Context: an optimization exercise on an open-source flow, tuned for small area, a short achievable clock period and few clock cycles per item. The choices shown serve that exercise and are no tape-out recipe.
At most, simulation tests tie the RTL to the original design; equivalence was not proved.
Power figures rest on the tool's default switching activity, not on a simulated workload.

==> module line_follow_steering_core, before the edit <==
module line_follow_steering_core (
   input  logic        clock,
   input  logic        reset,
   input  logic        req_valid,
   output logic        req_stall,
   input  logic [22:0] req_word,
   output logic        rsp_valid,
   input  logic        rsp_stall,
   output logic [17:0] rsp_word,
   input  logic        csr_write_en,
   input  logic [2:0]  csr_index,
   input  logic [15:0] csr_data
);
   logic [1:0]         mode;
   logic [7:0]         base;
   logic [3:0]         sharp;
   logic [3:0]         smooth;
   logic signed [15:0] gp;
   logic signed [15:0] gd;
   always_ff @(posedge clock) begin
      if (reset) begin
         mode   <= 2'd0;
         base   <= 8'd120;
         sharp  <= 4'd1;
         smooth <= 4'd1;
         gp     <= '0;
         gd     <= '0;
      end else if (csr_write_en) begin
         case (csr_index)
            3'd0: mode   <= csr_data[1:0];
            3'd1: base   <= csr_data[7:0];
            3'd2: sharp  <= csr_data[3:0];
            3'd3: smooth <= csr_data[3:0];
            3'd4: gp     <= csr_data;
            3'd5: gd     <= csr_data;
            default: ;
         endcase
      end
   end
   wire pd = (mode == 2'd2);
   wire [2:0] bits = req_word[22:20];
   wire [9:0] lvl_l = req_word[19:10];
   wire [9:0] lvl_r = req_word[9:0];
   wire signed [10:0] sh16 = $signed({3'b000, sharp, 4'b0000});
   wire signed [10:0] sm7  = $signed({4'b0000, smooth, 3'b000}) - $signed({7'b0000000, smooth});
   logic signed [10:0] m0;
   logic               emit0;
   always_comb begin
      emit0 = 1'b1;
      m0    = '0;
      case (mode)
         2'd0: begin
            case (bits)
               3'b001:  m0 = sh16;
               3'b011:  m0 = sm7;
               3'b100:  m0 = -sh16;
               3'b110:  m0 = -sm7;
               3'b101:  emit0 = 1'b0;
               default: m0 = '0;
            endcase
         end
         2'd1: begin
            case (bits[1:0])
               2'b01:   m0 = sh16;
               2'b10:   m0 = -sh16;
               default: m0 = '0;
            endcase
         end
         2'd2: begin
            m0 = $signed({1'b0, lvl_l}) - $signed({1'b0, lvl_r});
         end
         default: begin
            if (lvl_l == 10'd0)        emit0 = 1'b0;
            else if (lvl_l <= 10'd400) m0 = -11'sd10;
            else if (lvl_l < 10'd800)  m0 = '0;
            else                       m0 = 11'sd10;
         end
      endcase
   end
   logic               sk_v, a_v, b_v, o_v;
   logic signed [10:0] sk_m, a_m;
   wire                stall  = o_v & rsp_stall;
   wire                accept = req_valid & ~sk_v;
   wire                new_v  = accept & emit0;
   assign req_stall = sk_v;
   assign rsp_valid = o_v;
   always_ff @(posedge clock) begin
      if (reset) begin
         sk_v <= 1'b0;
      end else if (stall) begin
         if (new_v) sk_v <= 1'b1;
      end else begin
         sk_v <= 1'b0;
      end
   end
   always_ff @(posedge clock) begin
      if (stall && new_v) sk_m <= m0;
   end
   always_ff @(posedge clock) begin
      if (reset) begin
         a_v <= 1'b0;
         b_v <= 1'b0;
         o_v <= 1'b0;
      end else if (!stall) begin
         a_v <= sk_v | new_v;
         b_v <= a_v;
         o_v <= b_v;
      end
   end
   always_ff @(posedge clock) begin
      if (!stall) a_m <= sk_v ? sk_m : m0;
   end
   logic signed [10:0] prev;
   always_ff @(posedge clock) begin
      if (reset)                    prev <= '0;
      else if (!stall && a_v && pd) prev <= a_m;
   end
   logic signed [16:0] kg;
   always_ff @(posedge clock) begin
      kg <= pd ? (17'(gp) + 17'(gd)) : 17'sd2560;
   end
   wire [15:0] ge = pd ? gd : 16'd0;
   wire [17:0] kx = {kg[16], kg};
   wire [16:0] gx = {ge, 1'b0};
   logic [8:0] ek_one, ek_two, ek_neg;
   logic [7:0] eg_one, eg_two, eg_neg;
   always_comb begin
      for (int j = 0; j < 9; j++) begin
         logic x2, x1, x0;
         x2 = kx[2*j+1];
         x1 = kx[2*j];
         x0 = (j == 0) ? 1'b0 : kx[2*j-1];
         ek_one[j] = x1 ^ x0;
         ek_two[j] = (x2 & ~x1 & ~x0) | (~x2 & x1 & x0);
         ek_neg[j] = x2 & ~(x1 & x0);
      end
      for (int j = 0; j < 8; j++) begin
         logic x2, x1, x0;
         x2 = gx[2*j+2];
         x1 = gx[2*j+1];
         x0 = gx[2*j];
         eg_one[j] = x1 ^ x0;
         eg_two[j] = (x2 & ~x1 & ~x0) | (~x2 & x1 & x0);
         eg_neg[j] = ~x2 & (x1 | x0);
      end
   end
   logic [27:0] sum0, sum1;
   lfs_steer_tree u_tree (
      .ek_one (ek_one), .ek_two (ek_two), .ek_neg (ek_neg),
      .eg_one (eg_one), .eg_two (eg_two), .eg_neg (eg_neg),
      .m      (a_m),    .p      (prev),
      .sum0   (sum0),   .sum1   (sum1)
   );
   wire signed [27:0] steer = sum0 + sum1;
   wire signed [19:0] q     = steer[27:8];
   wire               nz    = |steer[7:0];
   logic signed [10:0] qc;
   always_comb begin
      if (q > 20'sd1023)       qc = 11'sd1023;
      else if (q < -20'sd1024) qc = -11'sd1024;
      else                     qc = q[10:0];
   end
   logic signed [10:0] b_q;
   logic               b_nz;
   always_ff @(posedge clock) begin
      if (!stall) begin
         b_q  <= qc;
         b_nz <= nz;
      end
   end
   wire signed [11:0] t = b_q + $signed({1'b0, base});
   wire signed [11:0] w = b_q - $signed({1'b0, base});
   wire signed [12:0] sl = t + $signed({1'b0, b_nz & t[11]});
   wire signed [12:0] sr = w + $signed({1'b0, b_nz & w[11]});
   wire [12:0] ml = sl[12] ? -sl : sl;
   wire [12:0] mr = sr[12] ? -sr : sr;
   wire fl = ~sl[12] & (sl != 0);
   wire fr = sr[12];
   wire [7:0] dl = (ml > 13'd255) ? 8'hFF : ml[7:0];
   wire [7:0] dr = (mr > 13'd255) ? 8'hFF : mr[7:0];
   logic [17:0] o_w;
   always_ff @(posedge clock) begin
      if (!stall) o_w <= {fl, dl, fr, dr};
   end
   assign rsp_word = o_w;
endmodule
export LEC_CHECK = 0
export CAP_MARGIN = 20
export CORE_MARGIN = 2
export CORE_UTILIZATION = 40
export SETUP_SLACK_MARGIN = 5
export SLEW_MARGIN = 20
create_clock -name core_clock -period 11.0 [get_ports {clock}]
run.sh (not shown) runs the stock make flow with config.mk's settings and CLKGATE_MAP_FILE= SYNTH_SCRIPT=/design/flow/synth_recipe.tcl, a recipe that flattens the netlist after the stock synthesis.
Then changed:
--- a/flow/design.v
+++ b/flow/design.v
@@ -1285,13 +1285,13 @@
             3'd5: gd     <= csr_data;
             default: ;
          endcase
       end
    end
    wire pd = (mode == 2'd2);
-   wire [2:0] bits = req_word[22:20];
+   wire [2:0] bits  = req_word[22:20];
    wire [9:0] lvl_l = req_word[19:10];
    wire [9:0] lvl_r = req_word[9:0];
    wire signed [10:0] sh16 = $signed({3'b000, sharp, 4'b0000});
    wire signed [10:0] sm7  = $signed({4'b0000, smooth, 3'b000}) - $signed({7'b0000000, smooth});
    logic signed [10:0] m0;
    logic               emit0;
@@ -1324,13 +1324,13 @@
             else if (lvl_l <= 10'd400) m0 = -11'sd10;
             else if (lvl_l < 10'd800)  m0 = '0;
             else                       m0 = 11'sd10;
          end
       endcase
    end
-   logic               sk_v, a_v, b_v, o_v;
+   logic               sk_v, a_v, c_v, o_v;
    logic signed [10:0] sk_m, a_m;
    wire                stall  = o_v & rsp_stall;
    wire                accept = req_valid & ~sk_v;
    wire                new_v  = accept & emit0;
    assign req_stall = sk_v;
    assign rsp_valid = o_v;
@@ -1346,18 +1346,18 @@
    always_ff @(posedge clock) begin
       if (stall && new_v) sk_m <= m0;
    end
    always_ff @(posedge clock) begin
       if (reset) begin
          a_v <= 1'b0;
-         b_v <= 1'b0;
+         c_v <= 1'b0;
          o_v <= 1'b0;
       end else if (!stall) begin
          a_v <= sk_v | new_v;
-         b_v <= a_v;
-         o_v <= b_v;
+         c_v <= a_v;
+         o_v <= c_v;
       end
    end
    always_ff @(posedge clock) begin
       if (!stall) a_m <= sk_v ? sk_m : m0;
    end
    logic signed [10:0] prev;
@@ -1398,39 +1398,38 @@
    lfs_steer_tree u_tree (
       .ek_one (ek_one), .ek_two (ek_two), .ek_neg (ek_neg),
       .eg_one (eg_one), .eg_two (eg_two), .eg_neg (eg_neg),
       .m      (a_m),    .p      (prev),
       .sum0   (sum0),   .sum1   (sum1)
    );
-   wire signed [27:0] steer = sum0 + sum1;
-   wire signed [19:0] q     = steer[27:8];
-   wire               nz    = |steer[7:0];
-   logic signed [10:0] qc;
-   always_comb begin
-      if (q > 20'sd1023)       qc = 11'sd1023;
-      else if (q < -20'sd1024) qc = -11'sd1024;
-      else                     qc = q[10:0];
-   end
-   logic signed [10:0] b_q;
-   logic               b_nz;
+   wire [8:0] lo = {1'b0, sum0[7:0]} + {1'b0, sum1[7:0]};
+   logic [19:0] c_x, c_y;
+   logic        c_ci, c_nz;
    always_ff @(posedge clock) begin
       if (!stall) begin
-         b_q  <= qc;
-         b_nz <= nz;
+         c_x  <= sum0[27:8];
+         c_y  <= sum1[27:8];
+         c_ci <= lo[8];
+         c_nz <= |lo[7:0];
       end
    end
-   wire signed [11:0] t = b_q + $signed({1'b0, base});
-   wire signed [11:0] w = b_q - $signed({1'b0, base});
-   wire signed [12:0] sl = t + $signed({1'b0, b_nz & t[11]});
-   wire signed [12:0] sr = w + $signed({1'b0, b_nz & w[11]});
-   wire [12:0] ml = sl[12] ? -sl : sl;
-   wire [12:0] mr = sr[12] ? -sr : sr;
-   wire fl = ~sl[12] & (sl != 0);
-   wire fr = sr[12];
-   wire [7:0] dl = (ml > 13'd255) ? 8'hFF : ml[7:0];
-   wire [7:0] dr = (mr > 13'd255) ? 8'hFF : mr[7:0];
+   wire signed [19:0] q = c_x + c_y + {19'd0, c_ci};
+   logic signed [9:0] qc;
+   always_comb begin
+      if (q > 20'sd511)       qc = 10'sd511;
+      else if (q < -20'sd512) qc = -10'sd512;
+      else                    qc = q[9:0];
+   end
+   wire signed [10:0] t = qc + $signed({1'b0, base});
+   wire signed [10:0] w = qc - $signed({1'b0, base});
+   wire [10:0] ml = (t ^ {11{t[10]}}) + {10'd0, t[10] & ~c_nz};
+   wire [10:0] mr = (w ^ {11{w[10]}}) + {10'd0, w[10] & ~c_nz};
+   wire fl = ~t[10] & (ml != 11'd0);
+   wire fr = w[10] & (mr != 11'd0);
+   wire [7:0] dl = (ml > 11'd255) ? 8'hFF : ml[7:0];
+   wire [7:0] dr = (mr > 11'd255) ? 8'hFF : mr[7:0];
    logic [17:0] o_w;
    always_ff @(posedge clock) begin
       if (!stall) o_w <= {fl, dl, fr, dr};
    end
    assign rsp_word = o_w;
 endmodule
=>
- wire length went down by about 8%
- sequential cell count went up by 30
- non-clock buffer count went down by 21
- clock-buffer cell count went up by 3
- power went up by about 20%
No run of this note included a check of the RTL's function; only the layout flow was run.

Another version of the RTL of line_follow_steering_core (not shown whole).
Size: roughly 67 I/O pins.
==> flow/config.mk <==
export PLATFORM = sky130hd
export DESIGN_NAME = line_follow_steering_core
export DESIGN_NICKNAME = line_follow_steering_core
export VERILOG_FILES = /design/flow/design.v
export SDC_FILE = /design/flow/constraint.sdc
export NUM_CORES = 4
export LEC_CHECK = 0
export CAP_MARGIN = 20
export CORE_MARGIN = 2
export CORE_UTILIZATION = 40
export CTS_BUF_LIST = sky130_fd_sc_hd__clkbuf_8
export CTS_CLUSTER_SIZE = 40
export SLEW_MARGIN = 20
export SYNTH_HIERARCHICAL = 1
==> flow/constraint.sdc <==
create_clock -name core_clock -period 11.0 [get_ports {clock}]
set_input_delay 2.2000 -clock core_clock [delete_from_list [all_inputs] [get_ports {clock}]]
set_output_delay 2.2000 -clock core_clock [all_outputs]
set_load 0.01 [all_outputs]
standard.sh (not shown) runs the stock make flow with config.mk's settings and CLKGATE_MAP_FILE= SYNTH_SCRIPT=/design/flow/synth_recipe.tcl, a recipe that flattens the netlist after the stock synthesis.
==> flow/flow/run.sh <==
#!/bin/bash
set -euo pipefail
MARGIN=$(cat flow/margin.txt)
bash standard.sh SETUP_SLACK_MARGIN="$MARGIN" TNS_END_PERCENT=100 REMOVE_ABC_BUFFERS=1 \
  BUFFER_PORTS_ARGS="-buffer_cell sky130_fd_sc_hd__buf_1" finish > flow_make.log 2>&1
==> flow/flow/margin.txt <==
6.8
Edit:
--- a/flow/design.v
+++ b/flow/design.v
@@ -1599,47 +1599,40 @@
             else                       off0 = 11'sd10;
          end
          default: ;
       endcase
    end
    wire signed [10:0] m0 = pd ? err0 : off0;
-   logic               sk_v, sk_vo, a_v, c_v, o_v, o_vo;
+   logic               sk_v, a_v, c_v, o_v;
    logic signed [10:0] sk_m, a_m;
    wire                stall  = o_v & rsp_stall;
    wire                accept = req_valid & ~sk_v;
    wire                new_v  = accept & emit0;
-   assign req_stall = sk_vo;
-   assign rsp_valid = o_vo;
+   assign req_stall = sk_v;
+   assign rsp_valid = o_v;
    always_ff @(posedge clock) begin
       if (reset) begin
-         sk_v  <= 1'b0;
-         sk_vo <= 1'b0;
+         sk_v <= 1'b0;
       end else if (stall) begin
-         if (new_v) begin
-            sk_v  <= 1'b1;
-            sk_vo <= 1'b1;
-         end
+         if (new_v) sk_v <= 1'b1;
       end else begin
-         sk_v  <= 1'b0;
-         sk_vo <= 1'b0;
+         sk_v <= 1'b0;
       end
    end
    always_ff @(posedge clock) begin
       if (stall && new_v) sk_m <= m0;
    end
    always_ff @(posedge clock) begin
       if (reset) begin
-         a_v  <= 1'b0;
-         c_v  <= 1'b0;
-         o_v  <= 1'b0;
-         o_vo <= 1'b0;
+         a_v <= 1'b0;
+         c_v <= 1'b0;
+         o_v <= 1'b0;
       end else if (!stall) begin
-         a_v  <= sk_v | new_v;
-         c_v  <= a_v;
-         o_v  <= c_v;
-         o_vo <= c_v;
+         a_v <= sk_v | new_v;
+         c_v <= a_v;
+         o_v <= c_v;
       end
    end
    always_ff @(posedge clock) begin
       if (!stall) a_m <= sk_v ? sk_m : m0;
    end
    logic signed [10:0] prev;
Result: Core utilization is unchanged. Routed wire length is unchanged. Design area stays the same. Via count is unchanged. Synthesized area does not change. Worst hold slack is unchanged. Cell count is unchanged. Non-clock buffer count does not change. Die area does not change. Fmax is unchanged.
Testbench counts after the change, summed over its fixed seeds: cycles 19,776, items 19,200.
For the first run of this note, only the layout was checked, not whether the RTL still works.

==> re-timing with driven ports <==
How much do the figures lean on ideal ports? The routed layouts below were timed once more, with nothing changed but the port constraints. Step 1: set_driving_cell puts a clkbuf_16 on clock and a buf_2 on each other input, an assumption about the parent block. Step 2 moves the port delays by t, midway between the first and last clock arrival at a register: inputs arrive t later, outputs are due t later. That takes back most of the time a late clock gives input paths. Three values: ideal ports, drivers, drivers and shift; two values: the first two.
run	t (ns)	setup slack, ns	hold slack, ns	worst setup path at the end	clock arrival spread, ns
the first run of note 1	0.490	4.374 / 4.374 / 4.374	0.460 / 0.460 / 0.460	register to register	0.028 / 0.028
the second run of note 1	0.536	4.831 / 4.831 / 4.831	0.461 / 0.461 / 0.461	register to register	0.016 / 0.015
the first run of note 2	0.581	6.840 / 6.840 / 6.385	0.458 / 0.458 / 0.458	input to register	0.016 / 0.017
the second run of note 2	0.581	6.840 / 6.840 / 6.385	0.458 / 0.458 / 0.458	input to register	0.016 / 0.017
After both steps setup and hold are still met in every run listed.
